Context: an optimization exercise on an open-source flow, tuned for small area. The choices shown serve that exercise and are no tape-out recipe. In this exercise RTL edits were held to simulation tests only and were not proved equivalent to the original. Power and IR drop assume default switching activity.

## v15
==> flow/design.v <==
module decode_issue_queue #(
  parameter int DEPTH = 8
) (
  input  logic        clk,
  input  logic        resetn,
  input  logic        flush,
  input  logic [1:0]  in_en,
  input  logic [63:0] in_instr,
  input  logic [63:0] in_pcplus4,
  input  logic [1:0]  in_exc,
  input  logic [1:0]  in_pred,
  output logic        in_ready,
  output logic [1:0]  out_valid,
  output logic [63:0] out_instr,
  output logic [63:0] out_pcplus4,
  output logic [1:0]  out_exc,
  output logic [1:0]  out_pred,
  input  logic        out_ready
);
  localparam int PW = $clog2(DEPTH);
  localparam int CW = PW + 1;
  localparam int RW = PW - 1;       
  localparam int NR = DEPTH / 2;    
  localparam int EW = 66;           
  typedef struct packed {
    logic [31:0] instr;
    logic [31:0] pc4;
    logic        exc;
    logic        pred;
  } entry_t;
  logic [PW-1:0] r_tail;
  logic          r_h0;                   
  logic [NR-1:0] r_hsel_ev, r_hsel_od;    
  logic [CW-1:0] r_count;
  entry_t        w_in0, w_in1, w_din_ev, w_din_od;
  entry_t        w_rd_ev, w_rd_od;
  entry_t        w_e0, w_e1;
  logic [CW-1:0] w_npush, w_npop;
  logic          w_ge1, w_ge2, w_br0, w_push;
  logic [RW-1:0] w_trow, w_trow1;
  function automatic logic f_br(input logic [5:0] op, input logic [5:0] fn);
    f_br = (op >= 6'h01 && op <= 6'h07) || (op == 6'h00 && (fn == 6'h08 || fn == 6'h09));
  endfunction
  assign w_in0 = {in_instr[31:0],  in_pcplus4[31:0],  in_exc[0], in_pred[0]};
  assign w_in1 = {in_instr[63:32], in_pcplus4[63:32], in_exc[1], in_pred[1]};
  assign w_din_ev = r_tail[0] ? w_in1 : w_in0;
  assign w_din_od = r_tail[0] ? w_in0 : w_in1;
  assign w_trow   = r_tail[PW-1:1];
  assign w_trow1  = r_tail[PW-1:1] + RW'(1);
  assign w_push   = in_ready;
  logic [NR*EW-1:0] w_ev, w_od;
  for (genvar r = 0; r < NR; r++) begin : g_row
    entry_t r_ev, r_od;
    logic   w_we_ev, w_we_od;
    assign w_we_ev = w_push && (r_tail[0] ? (in_en[1] && w_trow1 == RW'(r))
                                          : (in_en[0] && w_trow  == RW'(r)));
    assign w_we_od = w_push && w_trow == RW'(r) && (r_tail[0] ? in_en[0] : in_en[1]);
    always_ff @(posedge clk) begin
      if (w_we_ev) r_ev <= ~w_din_ev;
      if (w_we_od) r_od <= ~w_din_od;
    end
    assign w_ev[r * EW +: EW] = r_ev;
    assign w_od[r * EW +: EW] = r_od;
  end
  always_comb begin
    w_rd_ev = '0;
    w_rd_od = '0;
    for (int r = 0; r < NR; r++) begin
      w_rd_ev = w_rd_ev | (w_ev[r * EW +: EW] & {EW{r_hsel_ev[r]}});
      w_rd_od = w_rd_od | (w_od[r * EW +: EW] & {EW{r_hsel_od[r]}});
    end
  end
  assign w_e0      = ~(r_h0 ? w_rd_od : w_rd_ev);
  assign w_e1      = ~(r_h0 ? w_rd_ev : w_rd_od);
  assign w_ge1    = (r_count != '0);
  assign w_ge2    = (r_count >= CW'(2));
  assign w_br0    = f_br(w_e0.instr[31:26], w_e0.instr[5:0]);
  assign in_ready = (r_count <= CW'(DEPTH - 2));
  function automatic logic f_ser(input logic [5:0] op, input logic [5:0] fn);
    f_ser = (op == 6'h10) || (op == 6'h00 && (fn == 6'h0C || fn == 6'h0D));
  endfunction
  function automatic logic f_md(input logic [5:0] op, input logic [5:0] fn);
    f_md = (op == 6'h00) && (fn[5:3] == 3'b011 || fn[5:2] == 4'b0100);
  endfunction
  function automatic logic [4:0] f_dest(input logic [5:0] op, input logic [4:0] rt,
                                        input logic [4:0] rd);
    logic [4:0] d;
    d = 5'd0;
    if (op == 6'h00)                                d = rd;
    else if (op == 6'h03)                           d = 5'd31;
    else if (op[5:3] == 3'b001 || op[5:3] == 3'b100) d = rt;
    else if (op == 6'h01 && rt[4])                  d = 5'd31;
    f_dest = d;
  endfunction
  function automatic logic f_rt_src(input logic [5:0] op);
    f_rt_src = (op == 6'h00) || (op == 6'h04) || (op == 6'h05) || (op[5:3] == 3'b101);
  endfunction
  logic [5:0] w_op0, w_op1, w_fn0, w_fn1;
  logic [4:0] w_dest0, w_rs1, w_rt1;
  logic       w_raw, w_exc, w_pair_ok;
  assign w_op0   = w_e0.instr[31:26];
  assign w_fn0   = w_e0.instr[5:0];
  assign w_op1   = w_e1.instr[31:26];
  assign w_fn1   = w_e1.instr[5:0];
  assign w_rs1   = w_e1.instr[25:21];
  assign w_rt1   = w_e1.instr[20:16];
  assign w_dest0 = f_dest(w_op0, w_e0.instr[20:16], w_e0.instr[15:11]);
  assign w_raw   = (w_dest0 != 5'd0) &&
                   (w_dest0 == w_rs1 || (f_rt_src(w_op1) && w_dest0 == w_rt1));
  assign w_exc   = w_e0.exc | w_e1.exc;
  always_comb begin
    w_pair_ok = 1'b1;
    if (w_br0)
      w_pair_ok = !(w_raw || w_exc);
    else if (f_br(w_op1, w_fn1) || (w_e0.instr[31] && w_e1.instr[31]) ||
             f_ser(w_op0, w_fn0) || f_ser(w_op1, w_fn1) ||
             (f_md(w_op0, w_fn0) && f_md(w_op1, w_fn1)) || w_raw || w_exc)
      w_pair_ok = 1'b0;
  end
  assign out_valid[1] = w_ge2 && w_pair_ok;
  assign out_valid[0] = w_br0 ? (w_ge2 && w_pair_ok) : w_ge1;
  assign w_npush = in_ready  ? (CW'(in_en[0]) + CW'(in_en[1]))         : '0;
  assign w_npop  = out_ready ? (CW'(out_valid[0]) + CW'(out_valid[1])) : '0;
  logic w_adv_ev, w_adv_od;
  assign w_adv_ev = w_npop[1] || (w_npop[0] && !r_h0);
  assign w_adv_od = w_npop[1] || (w_npop[0] && r_h0);
  always_ff @(posedge clk or negedge resetn) begin
    if (!resetn) begin
      r_h0      <= 1'b0;
      r_hsel_ev <= NR'(1);
      r_hsel_od <= NR'(1);
      r_tail    <= '0;
      r_count   <= '0;
    end else if (flush) begin
      r_h0      <= 1'b0;
      r_hsel_ev <= NR'(1);
      r_hsel_od <= NR'(1);
      r_tail    <= '0;
      r_count   <= '0;
    end else begin
      r_tail  <= r_tail + PW'(w_npush);
      r_h0    <= r_h0 ^ w_npop[0];
      if (w_adv_ev) r_hsel_ev <= {r_hsel_ev[NR-2:0], r_hsel_ev[NR-1]};
      if (w_adv_od) r_hsel_od <= {r_hsel_od[NR-2:0], r_hsel_od[NR-1]};
      r_count <= r_count + w_npush - w_npop;
    end
  end
  assign out_instr   = {w_e1.instr, w_e0.instr};
  assign out_pcplus4 = {w_e1.pc4, w_e0.pc4};
  assign out_exc     = {w_e1.exc, w_e0.exc};
  assign out_pred    = {w_e1.pred, w_e0.pred};
endmodule
Settings: LEC_CHECK=0, CAP_MARGIN=10, CORE_MARGIN=2, CORE_UTILIZATION=40, SLEW_MARGIN=10; clock period 6.0 ns.
standard.sh (not shown) runs the stock make flow with config.mk's settings and CLKGATE_MAP_FILE= SYNTH_SCRIPT=/design/flow/synth_recipe.tcl, a recipe that flattens the netlist after the stock synthesis.
==> flow/flow/run.sh <==
#!/bin/bash
# The standard layout (the standard.sh, standard synthesis unchanged) with these knobs:
# port buffers use the smallest buffer cell, CTS uses larger sink clusters without dummy
# loads, and after global routing gates with spare slack are downsized.
set -euo pipefail
export BUFFER_PORTS_ARGS="-buffer_cell sky130_fd_sc_hd__buf_1"
export CTS_ARGS="-sink_clustering_enable -repair_clock_nets -dont_use_dummy_load -sink_clustering_size 30 -sink_clustering_max_diameter 150 -buf_list {sky130_fd_sc_hd__clkbuf_8 sky130_fd_sc_hd__clkbuf_16}"
export RECOVER_POWER=100
bash standard.sh finish > flow_make.log 2>&1
The layout from v15, despite a flow that completed every stage, fails the layout checks, with the failing checks listed as max-capacitance violations, max-slew violations.
--- input diff v15..v50 ---
- an added GPL_TIMING_DRIVEN of 0
- an added GPL_ROUTABILITY_DRIVEN of 0
- a change of SLEW_MARGIN from 10 to 20
- a change of CAP_MARGIN from 10 to 20
==> flow/flow/run.sh <==
#!/bin/bash
# The standard layout (the standard.sh, standard synthesis unchanged) with two knobs:
# port buffers use the smallest buffer cell, and CTS uses larger sink clusters of small
# clock buffers, without dummy loads.
set -euo pipefail
export BUFFER_PORTS_ARGS="-buffer_cell sky130_fd_sc_hd__buf_1"
export CTS_ARGS="-sink_clustering_enable -repair_clock_nets -dont_use_dummy_load -sink_clustering_size 30 -sink_clustering_max_diameter 150 -buf_list {sky130_fd_sc_hd__clkbuf_8 sky130_fd_sc_hd__clkbuf_16}"
bash standard.sh finish > flow_make.log 2>&1
Notes after the runs:
For clock-pin slew on the worst setup and hold paths, v50 and v15 come out practically identical.
Compared to v15, v50 has worst hold slack 51 ps lower.
The run showing the smaller final cycle utilization of the critical path is v15.
Looking at v50 and v15, the clock-cell share of area is a wash.
The total power number comes out lower for v15 vs v50.
Comparing v50 and v15, via total after detailed routing is lower on v15.
Compared with v15, in v50 post-detailed-routing wire length picked up an extra about 10%, global-route met1 utilization higher, worst setup slack moved down.
In summary, v50 completed successfully, with a layout that passed the timing, design-rule and antenna checks.
[inputs] v29 vs v50
- clearing GPL_ROUTABILITY_DRIVEN, which used to be 0
- clearing GPL_TIMING_DRIVEN, which used to be 0
- swapping 20 for 5 in CAP_MARGIN
- swapping 20 for 5 in SLEW_MARGIN
==> flow/flow/run.sh <==
#!/bin/bash
# Standard synthesis (the standard.sh synth, unchanged), then the combinational logic is
# re-mapped by ABC for area with every register kept as synthesis made it, then the standard flow's
# standard layout from floorplan on, with these knobs: port buffers use the smallest buffer
# cell, and CTS uses larger sink clusters without dummy loads.
set -euo pipefail
here=$(pwd)
R=$here/orfs/results/$FLOW_PLATFORM/decode_issue_queue/base
LIB=$FLOW_HOME/platforms/$FLOW_PLATFORM/lib/sky130_fd_sc_hd__tt_025C_1v80.lib
export BUFFER_PORTS_ARGS="-buffer_cell sky130_fd_sc_hd__buf_1"
export CTS_ARGS="-sink_clustering_enable -repair_clock_nets -dont_use_dummy_load -sink_clustering_size 30 -sink_clustering_max_diameter 150 -buf_list {sky130_fd_sc_hd__clkbuf_8 sky130_fd_sc_hd__clkbuf_16}"

bash standard.sh synth > flow_synth.log 2>&1

cp $R/1_2_yosys.v $here/standard_1_2_yosys.v
# registers and tie cells of the standard netlist stay as they are
keep=$(grep -oE 'sky130_fd_sc_hd__(df|edf|sdf|dl|conb)[a-z0-9_]*' $here/standard_1_2_yosys.v | sort -u | tr '\n' ' ')
dont_use=$(sed -n '/DONT_USE_CELLS/,/^#/p' $FLOW_HOME/platforms/$FLOW_PLATFORM/config.mk | grep -oE 'sky130_fd_sc_hd__[a-z0-9_]+' | sed 's/^/-dont_use /' | tr '\n' ' ')
REMAP_LIB=$LIB REMAP_KEEP="$keep" REMAP_IN=$here/standard_1_2_yosys.v REMAP_OUT=$here/remap_1_2_yosys.v \
  REMAP_SCRIPT=$here/flow/remap.abc REMAP_DONT_USE="$dont_use" \
  yosys -c $here/flow/remap.tcl > flow_remap.log 2>&1
cp $here/remap_1_2_yosys.v $R/1_2_yosys.v
rm -f $R/1_synth.odb $R/1_synth.sdc

bash standard.sh finish > flow_make.log 2>&1
==> flow/flow/remap.abc (new file) <==
strash
dc2
dch -f
amap
topo
==> flow/flow/remap.tcl (new file) <==
# Re-map the combinational logic of the standard synthesis netlist for area.
# The standard netlist's registers (and tie cells) are kept as they are: their library cells
# are held as hierarchy while every other cell is flattened into gates and mapped again by ABC.
set lib $::env(REMAP_LIB)
set top $::env(FLOW_TOP)
yosys read_liberty -ignore_miss_func $lib
set keep {}
foreach c [split $::env(REMAP_KEEP) " "] { if {$c ne ""} { lappend keep $c } }
if {[llength $keep] > 0} { yosys setattr -mod -set keep_hierarchy 1 {*}$keep }
yosys read_verilog $::env(REMAP_IN)
yosys hierarchy -top $top
yosys flatten
yosys opt -purge
yosys abc -liberty $lib -script $::env(REMAP_SCRIPT) {*}$::env(REMAP_DONT_USE)
yosys opt_clean -purge
yosys select $top
yosys write_verilog -noattr -noexpr -nohex -nodec -selected $::env(REMAP_OUT)
### Flow results
- Overall power consumption: v29 better than v50
- v29 against v50: starting density of the core went up 0.27 points; combinational group share of total power dropped 2.5 points.
- v50 → v29: count of plain and timing-repair buffers saw a decrease, switching component of the power saw a decrease, number of gates on the worst path with buffers counted saw an increase, pin count of the biggest net entering global routing saw an increase, synthesis-to-finish area growth saw a decrease.
--- input diff v29..v17 ---
- CAP_MARGIN changed from 5 to 20
- SLEW_MARGIN changed from 5 to 20
==> flow/flow/run.sh <==
#!/bin/bash
# The standard layout (the standard.sh, standard synthesis unchanged) with two knobs:
# port buffers use the smallest buffer cell, and CTS uses larger sink clusters of small
# clock buffers, without dummy loads.
set -euo pipefail
export BUFFER_PORTS_ARGS="-buffer_cell sky130_fd_sc_hd__buf_1"
export CTS_ARGS="-sink_clustering_enable -repair_clock_nets -dont_use_dummy_load -sink_clustering_size 30 -sink_clustering_max_diameter 150 -buf_list {sky130_fd_sc_hd__clkbuf_8 sky130_fd_sc_hd__clkbuf_16}"
bash standard.sh finish > flow_make.log 2>&1
removed: flow/flow/remap.abc
removed: flow/flow/remap.tcl
[summary]
Taking v29 as the reference, in v17 largest stage delay on the critical path up 340 ps, maximum number of pins on one net before global-route repair rose by 12%, post-detailed-placement half-perimeter wirelength rose by about 7%, sequential share of power up 0.7 points.
The final reports for v17 and v29 show number of antenna violations at the first check in global routing higher in the former.
Setup changes, v17 to v4
==> flow/flow/run.sh <==
#!/bin/bash
# The standard layout (the standard.sh, standard synthesis unchanged) with two knobs:
# port buffers use the smallest buffer cell, and CTS uses larger sink clusters of small
# clock buffers, without dummy loads.
set -euo pipefail
export BUFFER_PORTS_ARGS="-buffer_cell sky130_fd_sc_hd__buf_1"
export CTS_ARGS="-sink_clustering_enable -repair_clock_nets -dont_use_dummy_load -sink_clustering_size 16 -sink_clustering_max_diameter 100 -buf_list {sky130_fd_sc_hd__clkbuf_8}"
bash standard.sh finish > flow_make.log 2>&1
--- outcome ---
Taking v17 as the reference, in v4 detailed-router iteration count before antenna repair decreased 4, total power ~0 delta.
Between v4 and v17, the difference in number of stages on the worst setup path is negligible.
v4 ended with every stage complete and zero timing, DRC or antenna violations.
v4 -> v17: share of power burned in combinational logic flat
met3 wire length, v4 and v17, higher one = v4.
Worst hold slack delta (v4 − v17): unfavourable
Taking v17 as the reference point, the met3 usage of v4 rises by 0.30 points.
Looking at v4 and v17, the highest clock rate is a wash.
[inputs] v56 vs v4
- changing SLEW_MARGIN from 20 to 0
- changing CAP_MARGIN from 20 to 0
==> flow/flow/run.sh <==
#!/bin/bash
# The standard layout (the standard.sh, standard synthesis unchanged) with two knobs:
# port buffers use the smallest buffer cell, and CTS uses larger sink clusters of small
# clock buffers, without dummy loads.
set -euo pipefail
export BUFFER_PORTS_ARGS="-buffer_cell sky130_fd_sc_hd__buf_1"
export CTS_ARGS="-sink_clustering_enable -repair_clock_nets -dont_use_dummy_load -sink_clustering_size 30 -sink_clustering_max_diameter 150 -buf_list {sky130_fd_sc_hd__clkbuf_8 sky130_fd_sc_hd__clkbuf_16}"
bash standard.sh finish > flow_make.log 2>&1
==> comparison <==
| timing-limited maximum frequency | v4 vs v56 | ≈ equal |
Share of the clock period used by the worst path delta (v4 -> v56): insignificant
The detailed-router iteration count before antenna repair reported for v56 is greater than that of v4 by 3.
Diff v56..v4 | worst path setup slack after routing | negligible
Re final hold violation count: no difference whatsoever between v4 and v56.

[separate check: timing with driven ports]
The results above use ideal ports. As a check the final layouts listed here were re-extracted and re-timed, cells and wires unchanged.
Step 1 assumes that a clkbuf_16 drives the clock port and a buf_2 every other input.
Step 2 moves the port delays by t, midway between the first and last clock arrival at a register: inputs arrive t later, outputs are due t later. That takes back most of the time a late clock gives input paths.
a / b / c = ideal / step 1 / step 2; a / b = the first two.
| run | shift t [ns] | slack for setup (ns) | worst setup path after step 2 |
|---|---|---|---|
| v15 | 0.607 | 0.466 / 0.407 / 0.535 | register to register |
| v50 | 0.615 | 0.159 / 0.104 / 0.374 | register to register |
| v29 | 0.597 | 0.306 / 0.251 / 0.848 | register to output |
| v17 | 0.605 | 0.605 / 0.546 / 0.668 | register to register |
| v4 | 0.658 | 0.589 / 0.534 / 0.670 | register to register |
| v56 | 0.607 | 0.589 / 0.529 / 0.655 | register to register |
